This is an optimization exercise on Yosys and OpenROAD, whose aim is small area, a short achievable clock period and few clock cycles per item, not a production implementation.
Only simulation tests tie the RTL to the original design; equivalence was not proved.

File: config.mk
export PLATFORM = sky130hd
export DESIGN_NAME = sma_crossover_backtest
export DESIGN_NICKNAME = sma_crossover_backtest
export VERILOG_FILES = /design/flow/design.v
export SDC_FILE = /design/flow/constraint.sdc
export NUM_CORES = 4
export LEC_CHECK = 0
export CAP_MARGIN = 20
export CORE_MARGIN = 2
export CORE_UTILIZATION = 40
export SLEW_MARGIN = 20
File: constraint.sdc
create_clock -name core_clock -period 10.0 [get_ports {clk}]
set_input_delay 2.0000 -clock core_clock [delete_from_list [all_inputs] [get_ports {clk}]]
set_output_delay 2.0000 -clock core_clock [all_outputs]
set_load 0.01 [all_outputs]
File: design.v
package smac_pkg;
    localparam int MAX_WINDOW = 64;
    localparam int PTR_W      = $clog2(MAX_WINDOW);
    localparam int PRICE_BITS = 32;
    localparam int SUM_W      = 38;
    localparam int SEEN_W     = 7;
    localparam int Q_FRAC     = 16;
    localparam int DIV_STEPS  = 64;
    localparam logic [63:0] START_CASH  = 64'd10000 << Q_FRAC;
    localparam logic [31:0] PERCENT_DIV = 32'd100;
    localparam logic [0:0] REG_SHORT = 1'b0;
    localparam logic [0:0] REG_LONG  = 1'b1;
    localparam logic [1:0] ACT_HOLD = 2'd0;
    localparam logic [1:0] ACT_BUY  = 2'd1;
    localparam logic [1:0] ACT_SELL = 2'd2;
    typedef enum logic [3:0] {
        S_IDLE,
        S_RD_S,
        S_RD_L,
        S_SUM,
        S_MUL_A,
        S_MUL_B,
        S_CMP,
        S_SELL_LO,
        S_SELL_HI,
        S_SELL_ADD,
        S_SELL_ACC,
        S_LAST,
        S_ROI,
        S_DIV,
        S_DIV_END,
        S_OUT
    } state_t;
endpackage
module smac_ram #(
    parameter int WIDTH = 32,
    parameter int DEPTH = 64
) (
    input  logic                     clk,
    input  logic                     we,
    input  logic [$clog2(DEPTH)-1:0] waddr,
    input  logic [WIDTH-1:0]         wdata,
    input  logic [$clog2(DEPTH)-1:0] raddr,
    output logic [WIDTH-1:0]         rdata
);
    logic [WIDTH-1:0] mem [DEPTH];
    always_ff @(posedge clk)
    begin
        if (we)
        begin
            mem[waddr] <= wdata;
        end
        rdata <= mem[raddr];
    end
endmodule
module sma_crossover_backtest (
    input  logic        clk,
    input  logic        rst_n,
    input  logic        s_tvalid,
    output logic        s_tready,
    input  logic [31:0] s_tdata,    
    input  logic        s_tlast,    
    output logic        m_tvalid,
    input  logic        m_tready,
    output logic [39:0] m_tdata,    
    output logic        m_tlast,    
    input  logic        cfg_we,
    input  logic [0:0]  cfg_index,
    input  logic [6:0]  cfg_data
);
    localparam int PW = smac_pkg::PTR_W;
    localparam int SW = smac_pkg::SUM_W;
    localparam int NW = smac_pkg::SEEN_W;
    smac_pkg::state_t state_reg, state_next;
    logic [5:0]  short_win_reg, short_win_next;
    logic [6:0]  long_win_reg,  long_win_next;
    logic [PW-1:0] ptr_reg,   ptr_next;
    logic [NW-1:0] seen_reg,  seen_next;
    logic [SW-1:0] ssum_reg,  ssum_next;
    logic [SW-1:0] lsum_reg,  lsum_next;
    logic [63:0]   cash_reg,  cash_next;
    logic [63:0]   pos_reg,   pos_next;
    logic          holding_reg, holding_next;
    logic [31:0]   price_reg, price_next;
    logic          last_reg,  last_next;
    logic [31:0]   sdat_reg,  sdat_next;
    logic [SW+6:0] prod_a_reg, prod_a_next;
    logic [SW+6:0] prod_b_reg, prod_b_next;
    logic [63:0]   pp_lo_reg, pp_lo_next;
    logic [63:0]   pp_hi_reg, pp_hi_next;
    logic [63:0]   gain_reg,  gain_next;
    logic          ret_roi_reg, ret_roi_next;    
    logic [32:0]   rem_reg,   rem_next;
    logic [63:0]   low_reg,   low_next;
    logic [63:0]   quo_reg,   quo_next;
    logic [31:0]   dvs_reg,   dvs_next;
    logic [5:0]    cnt_reg,   cnt_next;
    logic          div_buy_reg, div_buy_next;
    logic          neg_reg,   neg_next;
    logic [1:0]    action_reg, action_next;
    logic          final_reg,  final_next;
    logic [31:0]   roi_reg,    roi_next;
    logic          ram_we;
    logic [PW-1:0] ram_raddr;
    logic [31:0]   ram_rdata;
    logic          win_ok;
    logic [NW-1:0] seen_inc;
    logic          trade_en;
    logic [33:0]   trial;
    logic [32:0]   rem_sh;
    logic [64:0]   cash_sum;
    logic          div_busy;
    smac_ram #(
        .WIDTH (smac_pkg::PRICE_BITS),
        .DEPTH (smac_pkg::MAX_WINDOW)
    ) u_ring (
        .clk   (clk),
        .we    (ram_we),
        .waddr (ptr_reg),
        .wdata (price_reg),
        .raddr (ram_raddr),
        .rdata (ram_rdata)
    );
    assign win_ok = (short_win_reg != 6'd0) && ({1'b0, short_win_reg} < long_win_reg)
                 && (long_win_reg <= 7'(smac_pkg::MAX_WINDOW));
    assign seen_inc = (seen_reg < NW'(smac_pkg::MAX_WINDOW + 1)) ? seen_reg + 1'b1 : seen_reg;
    assign trade_en = win_ok && (seen_inc >= long_win_reg)
                   && !(last_reg && (seen_inc == long_win_reg));
    assign rem_sh   = {rem_reg[31:0], low_reg[63]};
    assign trial    = {1'b0, rem_sh} - {2'b00, dvs_reg};
    assign cash_sum = {1'b0, cash_reg} + {1'b0, gain_reg};
    assign s_tready = (state_reg == smac_pkg::S_IDLE);
    assign m_tvalid = (state_reg == smac_pkg::S_OUT);
    assign m_tdata  = {6'd0, roi_reg, action_reg};
    assign m_tlast  = final_reg;
    assign ram_we   = (state_reg == smac_pkg::S_SUM);
    assign ram_raddr = (state_reg == smac_pkg::S_RD_S) ? ptr_reg - short_win_reg
                                                      : ptr_reg - long_win_reg[PW-1:0];
    assign div_busy = (state_reg == smac_pkg::S_DIV) && (cnt_reg != 6'd0);
    always_comb
    begin
        state_next = state_reg;
        unique case (state_reg)
            smac_pkg::S_IDLE:     if (s_tvalid) state_next = smac_pkg::S_RD_S;
            smac_pkg::S_RD_S:     state_next = smac_pkg::S_RD_L;
            smac_pkg::S_RD_L:     state_next = smac_pkg::S_SUM;
            smac_pkg::S_SUM:      state_next = trade_en ? smac_pkg::S_MUL_A : smac_pkg::S_LAST;
            smac_pkg::S_MUL_A:    state_next = smac_pkg::S_MUL_B;
            smac_pkg::S_MUL_B:    state_next = smac_pkg::S_CMP;
            smac_pkg::S_CMP:
            begin
                priority if (prod_a_reg > prod_b_reg && !holding_reg && price_reg != 32'd0)
                    state_next = (price_reg <= cash_reg[63:32]) ? smac_pkg::S_LAST
                                                                : smac_pkg::S_DIV;
                else if (prod_a_reg < prod_b_reg && holding_reg)
                    state_next = smac_pkg::S_SELL_LO;
                else
                    state_next = smac_pkg::S_LAST;
            end
            smac_pkg::S_SELL_LO:  state_next = smac_pkg::S_SELL_HI;
            smac_pkg::S_SELL_HI:  state_next = smac_pkg::S_SELL_ADD;
            smac_pkg::S_SELL_ADD: state_next = smac_pkg::S_SELL_ACC;
            smac_pkg::S_SELL_ACC: state_next = ret_roi_reg ? smac_pkg::S_ROI : smac_pkg::S_LAST;
            smac_pkg::S_LAST:
            begin
                priority if (last_reg && win_ok && seen_reg > long_win_reg)
                    state_next = holding_reg ? smac_pkg::S_SELL_LO : smac_pkg::S_ROI;
                else
                    state_next = smac_pkg::S_OUT;
            end
            smac_pkg::S_ROI:      state_next = smac_pkg::S_DIV;
            smac_pkg::S_DIV:      if (cnt_reg == 6'd0) state_next = smac_pkg::S_DIV_END;
            smac_pkg::S_DIV_END:  state_next = div_buy_reg ? smac_pkg::S_LAST : smac_pkg::S_OUT;
            smac_pkg::S_OUT:      if (m_tready) state_next = smac_pkg::S_IDLE;
            default:              state_next = smac_pkg::S_IDLE;
        endcase
    end
    always_comb
    begin
        short_win_next = short_win_reg;
        long_win_next  = long_win_reg;
        ptr_next       = ptr_reg;
        seen_next      = seen_reg;
        ssum_next      = ssum_reg;
        lsum_next      = lsum_reg;
        cash_next      = cash_reg;
        pos_next       = pos_reg;
        holding_next   = holding_reg;
        price_next     = price_reg;
        last_next      = last_reg;
        sdat_next      = sdat_reg;
        prod_a_next    = prod_a_reg;
        prod_b_next    = prod_b_reg;
        pp_lo_next     = pp_lo_reg;
        pp_hi_next     = pp_hi_reg;
        gain_next      = gain_reg;
        ret_roi_next   = ret_roi_reg;
        rem_next       = rem_reg;
        low_next       = low_reg;
        quo_next       = quo_reg;
        dvs_next       = dvs_reg;
        cnt_next       = cnt_reg;
        div_buy_next   = div_buy_reg;
        neg_next       = neg_reg;
        action_next    = action_reg;
        final_next     = final_reg;
        roi_next       = roi_reg;
        unique case (state_reg)
            smac_pkg::S_IDLE:
            begin
                price_next  = s_tdata;
                last_next   = s_tlast;
                action_next = smac_pkg::ACT_HOLD;
                final_next  = 1'b0;
                roi_next    = 32'd0;
                ret_roi_next = 1'b0;
            end
            smac_pkg::S_RD_S: ;
            smac_pkg::S_RD_L:
            begin
                sdat_next = ram_rdata;
            end
            smac_pkg::S_SUM:
            begin
                if (win_ok)
                begin
                    ssum_next = ssum_reg + SW'(price_reg)
                              - ((seen_reg >= {1'b0, short_win_reg}) ? SW'(sdat_reg) : '0);
                    lsum_next = lsum_reg + SW'(price_reg)
                              - ((seen_reg >= long_win_reg) ? SW'(ram_rdata) : '0);
                end
                ptr_next  = ptr_reg + 1'b1;
                seen_next = seen_inc;
            end
            smac_pkg::S_MUL_A:
            begin
                prod_a_next = (SW+7)'(ssum_reg) * (SW+7)'(long_win_reg);
            end
            smac_pkg::S_MUL_B:
            begin
                prod_b_next = (SW+7)'(lsum_reg) * (SW+7)'(short_win_reg);
            end
            smac_pkg::S_CMP:
            begin
                priority if (prod_a_reg > prod_b_reg && !holding_reg && price_reg != 32'd0)
                begin
                    action_next = smac_pkg::ACT_BUY;
                    if (price_reg <= cash_reg[63:32])
                    begin
                        pos_next     = '1;
                        cash_next    = 64'd0;
                        holding_next = 1'b1;
                    end
                    else
                    begin
                        rem_next     = {1'b0, cash_reg[63:32]};
                        low_next     = {cash_reg[31:0], 32'd0};
                        quo_next     = 64'd0;
                        dvs_next     = price_reg;
                        cnt_next     = 6'(smac_pkg::DIV_STEPS - 1);
                        div_buy_next = 1'b1;
                    end
                end
                else if (prod_a_reg < prod_b_reg && holding_reg)
                begin
                    action_next = smac_pkg::ACT_SELL;
                end
                else
                begin
                end
            end
            smac_pkg::S_SELL_LO:
            begin
                pp_lo_next = 64'(pos_reg[31:0]) * 64'(price_reg);
            end
            smac_pkg::S_SELL_HI:
            begin
                pp_hi_next = 64'(pos_reg[63:32]) * 64'(price_reg);
            end
            smac_pkg::S_SELL_ADD:
            begin
                gain_next = pp_hi_reg + {32'd0, pp_lo_reg[63:32]};
            end
            smac_pkg::S_SELL_ACC:
            begin
                cash_next    = cash_sum[64] ? '1 : cash_sum[63:0];
                pos_next     = 64'd0;
                holding_next = 1'b0;
            end
            smac_pkg::S_LAST:
            begin
                if (last_reg)
                begin
                    final_next = 1'b1;
                    if (win_ok && seen_reg > long_win_reg && holding_reg)
                    begin
                        ret_roi_next = 1'b1;
                    end
                end
            end
            smac_pkg::S_ROI:
            begin
                if (cash_reg >= smac_pkg::START_CASH)
                begin
                    low_next = cash_reg - smac_pkg::START_CASH;
                    neg_next = 1'b0;
                end
                else
                begin
                    low_next = smac_pkg::START_CASH - cash_reg;
                    neg_next = 1'b1;
                end
                rem_next     = 33'd0;
                quo_next     = 64'd0;
                dvs_next     = smac_pkg::PERCENT_DIV;
                cnt_next     = 6'(smac_pkg::DIV_STEPS - 1);
                div_buy_next = 1'b0;
            end
            smac_pkg::S_DIV:
            begin
                rem_next = trial[33] ? rem_sh : trial[32:0];
                low_next = {low_reg[62:0], 1'b0};
                quo_next = {quo_reg[62:0], ~trial[33]};
                cnt_next = cnt_reg - 1'b1;
            end
            smac_pkg::S_DIV_END:
            begin
                if (div_buy_reg)
                begin
                    pos_next     = quo_reg;
                    cash_next    = 64'd0;
                    holding_next = 1'b1;
                    div_buy_next = 1'b0;
                end
                else if (neg_reg)
                begin
                    roi_next = 32'd0 - quo_reg[31:0];
                end
                else
                begin
                    roi_next = (quo_reg[63:31] != '0) ? 32'h7FFF_FFFF : quo_reg[31:0];
                end
            end
            smac_pkg::S_OUT:
            begin
                if (m_tready && last_reg)
                begin
                    ptr_next     = '0;
                    seen_next    = '0;
                    ssum_next    = '0;
                    lsum_next    = '0;
                    cash_next    = smac_pkg::START_CASH;
                    pos_next     = 64'd0;
                    holding_next = 1'b0;
                end
            end
            default: ;
        endcase
        if (cfg_we)
        begin
            unique case (cfg_index)
                smac_pkg::REG_SHORT: short_win_next = cfg_data[5:0];
                smac_pkg::REG_LONG:  long_win_next  = cfg_data;
                default: ;
            endcase
            ptr_next     = '0;
            seen_next    = '0;
            ssum_next    = '0;
            lsum_next    = '0;
            cash_next    = smac_pkg::START_CASH;
            pos_next     = 64'd0;
            holding_next = 1'b0;
        end
    end
    always_ff @(posedge clk or negedge rst_n)
    begin
        if (!rst_n)
        begin
            state_reg     <= smac_pkg::S_IDLE;
            short_win_reg <= 6'd5;
            long_win_reg  <= 7'd10;
            ptr_reg       <= '0;
            seen_reg      <= '0;
            ssum_reg      <= '0;
            lsum_reg      <= '0;
            cash_reg      <= smac_pkg::START_CASH;
            pos_reg       <= '0;
            holding_reg   <= 1'b0;
            div_buy_reg   <= 1'b0;
            ret_roi_reg   <= 1'b0;
            cnt_reg       <= '0;
        end
        else
        begin
            state_reg     <= state_next;
            short_win_reg <= short_win_next;
            long_win_reg  <= long_win_next;
            ptr_reg       <= ptr_next;
            seen_reg      <= seen_next;
            ssum_reg      <= ssum_next;
            lsum_reg      <= lsum_next;
            cash_reg      <= cash_next;
            pos_reg       <= pos_next;
            holding_reg   <= holding_next;
            div_buy_reg   <= div_buy_next;
            ret_roi_reg   <= ret_roi_next;
            cnt_reg       <= cnt_next;
        end
    end
    always_ff @(posedge clk)
    begin
        price_reg  <= price_next;
        last_reg   <= last_next;
        sdat_reg   <= sdat_next;
        prod_a_reg <= prod_a_next;
        prod_b_reg <= prod_b_next;
        pp_lo_reg  <= pp_lo_next;
        pp_hi_reg  <= pp_hi_next;
        gain_reg   <= gain_next;
        rem_reg    <= rem_next;
        low_reg    <= low_next;
        quo_reg    <= quo_next;
        dvs_reg    <= dvs_next;
        neg_reg    <= neg_next;
        action_reg <= action_next;
        final_reg  <= final_next;
        roi_reg    <= roi_next;
    end
endmodule
File: run.sh
#!/bin/bash
# synth_recipe.tcl (not shown) runs the flow's synth.tcl, then flattens the netlist and writes it again
# the make line also repeats each setting of config.mk as NAME=value (left out here)
make -C /OpenROAD-flow-scripts/flow DESIGN_CONFIG=/design/flow/config.mk WORK_HOME=/design/flow/orfs CLKGATE_MAP_FILE= SYNTH_SCRIPT=/design/flow/synth_recipe.tcl finish
==> run notes <==
## kinds of logic after synthesis
group                      share of synthesized area
muxes                                         0.0743
DFF                                            0.414
xor gates and xnor gates                      0.0194
and+or+nand+nor                                0.103
AOI/OAI and AO/OA                             0.0555
buffers and inverters                         0.0611
adders and majority gates                      0.273
other                                      0.0000184
## layout make-up
| type | instances | area [um^2] |
|---|---|---|
| diodes | 24 | 60.1 |
| multi-input cells | 10297 | 108000 |
| well taps | 6732 | 8420 |
| repair buffers | 481 | 4530 |
| inverters | 2417 | 9070 |
| flip-flops and latches | 2865 | 84500 |
| fillers | 46359 | 285000 |
| clock inverters | 162 | 1790 |
| clock buffers | 373 | 7860 |
## worst max-delay path by stage
stage	startpoint	end	slack (ns)	cells past startpoint
after floorplan	price_reg[10]	pp_hi_reg[49]	1.30	26
after detailed placement	price_reg[26]	pp_lo_reg[63]	0.67	26
final	price_reg[26]	pp_lo_reg[63]	0.45	26
after CTS	price_reg[26]	pp_lo_reg[63]	0.60	26
after global routing	price_reg[26]	pp_lo_reg[63]	0.28	26
after global placement	price_reg[26]	pp_lo_reg[63]	0.70	26
## synth_stat cells, drive strengths merged (157+ instances only)
cell type | instances | area, um^2
nor2 | 556 | 2090
inv | 2417 | 9070
xor2 | 157 | 1380
xnor2 | 296 | 2590
a21o | 289 | 2170
ha | 957 | 12000
clkbuf | 800 | 3010
edfxtp | 2590 | 77800
dfrtp | 234 | 5860
nand2 | 1610 | 6040
and2 | 1264 | 7910
a21oi | 510 | 2550
mux4 | 640 | 14400
fa | 2183 | 43700
o21ai | 326 | 1630
## routing by layer
metal | global-route usage | routed length (um)
met4 | 0.0763 | 22500
met1 | 0.330 | 251000
met2 | 0.367 | 279000
met3 | 0.0468 | 58800
met5 | 0 | 210
## per-stage QoR
stage / instances / worst slack [ns] / hold slack [ns]
6_report: 23351 / 0.448 / 0.431
5_1_grt: 23334 / 0.284 / 0.445
4_1_cts: 23327 / 0.598 / 0.432
3_5_place_dp: 22792 / 0.672 / 0.411
3_3_place_gp: 22792 / 0.698 / 0.413
2_1_floorplan: 16471 / 1.30 / 0.401
==> summary.md <==
| Metric | Value |
|---|---|
| Number of synthesized flops with an enable pin | 2590 |
| Share of layout cells above drive strength 1 | 0.100 |
| Initial antenna violation count | 57 |
| RR Endpoint | pp_lo_reg[63] |
| Reg-to-reg startpoint | price_reg[26] |
| Initial Utilization | 0.401 |
| H-tree depth | 5 |
| PortBufs | 82 |
| TritonCTS buffer count | 298 |
| Maximum root-to-sink buffer count | 4 |
| DR vias | 130096 |
| DR vias/cell | about 5.6 |
| Max reg flops | 2048 |
| Synth Warn # | 2 |
| Async SR Flop Fraction | 0.0848 |
| Delay-heaviest family, CP | adder cells |
| Hold-fix buffers, CTS | 0 |
| Placer Congestion | 0.896 |
| Layout Cell Area excl Fill | 0.224 mm^2 |
| Max cap viols | 0 |
| Worst Hold Endpoint | sdat_reg[11] |
| Largest Register | u_ring.mem |
| Syn avg cell area | 12.4 um^2 |
| Nets@finish | between 15000 and 20000 |
| Cells after Synth | roughly 16000 |
| Crit path required time | 10.68 ns |
| Critical path arrival | 10.23 ns |
| Initial DRC count | 14394 |
| IO Pins | 89 |
| Setup Buffers After CTS | 0 |
| Maximum clock frequency | 105 MHz |
| TNS Setup | 0 ns |
| Critical path's largest stage delay | 0.96 ns |
| Largest net degree at the start of global routing | around 130 |
| WL final | 611 mm |
| Horiz. Die Dim | 718 um |
| Slew headroom | 0.129 |
| Netlist area before placement | around 0.20 mm^2 |
| HP Start | u_ring.rdata[11] |
| RSZ-0062 raised after global routing | no |
| Core area | 0.509 mm^2 |
| Hold Vio Cnt, Final | 0 |
| Final Skew | 0.110 ns |
| Post-DP Area | approximately 0.21 mm^2 |
| Setup crit end kind | register |
| First-pass GRT wire length | between 800 and 900 mm |
| Outcome | timing/DRC/antenna clean |
| Final Critical Period | roughly 9.6 ns |
| Post_cts resized | 0 |
| Critical-path top delay cell | edfxtp_1 |
| Min-delay worst type | register to register |
| Final setup vio count | 0 |
| Distinct cell type count after synthesis | between 90 and 100 |
| R2R depth | 26 |
| Ys flop type | edfxtp_1 |
| Clk root buf | clkbuf_16 |
| Gr usage total | 0.235 |
| Row count | approximately 260 |
| CP startpoint kind | register |
| Final ANT Viol Nets | 0 |
| Drt drc | 0 |
| R2r setup slk | 0.45 ns |
| Seq/Total Area, Yosys | 0.414 |
| Most used cell, CP | fa_1 |
| Worst skew pair latency | 1.00 ns |
| Slew Viols, Final | 0 |
| CTS Sinks | approximately 2900 |
| Die height | 718 um |
| Layout area overhead | 9.82% |
| TritonCTS clock tree | built |
| Reg clk slew, reported paths | about 0.06 ns |
| Number of global-route vias before repair | 132234 |
| Final Util | 0.440 |
| CP bufs+invs | 4 |
| DP HPWL | between 400 and 500 mm |
| Post-synthesis register bit count | between 2000 and 3000 |
| CP Max Fanout | 18 |
| Worst-Margin Slew | 1.30 ns |
| Worst Setup Path Type | register to register |
| Worst Hold Depth | 0 |
| Grt ovf | 0 |
| WL/cell | 26.2 um |
| Router iterations before antenna repair | 6 |
| Tcrit/Tclk final | 0.955 |
| Commonest non-fill, non-tap cell in the layout | edfxtp_1 |
| Most frequent cells in the layout | edfxtp_1, inv_1, fa_1 |
| Die area | just over 0.5 mm^2 |
Testbench counts, summed over its fixed seeds: cycles 240,285, items 19,495.

## re-timing with driven ports
The flow's constraints put no driver on any port. The routed layout listed below was extracted and timed again, unchanged, in two steps.
Step 1 (the two cells are an assumption about what drives the block):
set clk [get_ports {clk}]
set_driving_cell -lib_cell sky130_fd_sc_hd__clkbuf_16 $clk
set_driving_cell -lib_cell sky130_fd_sc_hd__buf_2 [delete_from_list [all_inputs] $clk]
Step 2 adds t to the input delays and takes it off the output delays; t is the mean of the earliest and latest rising clock arrival at the registers after step 1. Input paths then give back, and output paths get back, about the clock's delay inside the block.
Three values: ideal, step 1, step 2; two values: the first two.
shift t [ns]: 1.067
setup WS [ns]: 0.448 / 0.448 / 0.448
cell pins on the clock port's net: 1
After both steps setup and hold are still met in this run. For this run, drivers alone change the setup slack by 0.000 ns; drivers and shift together by 0.000 ns.
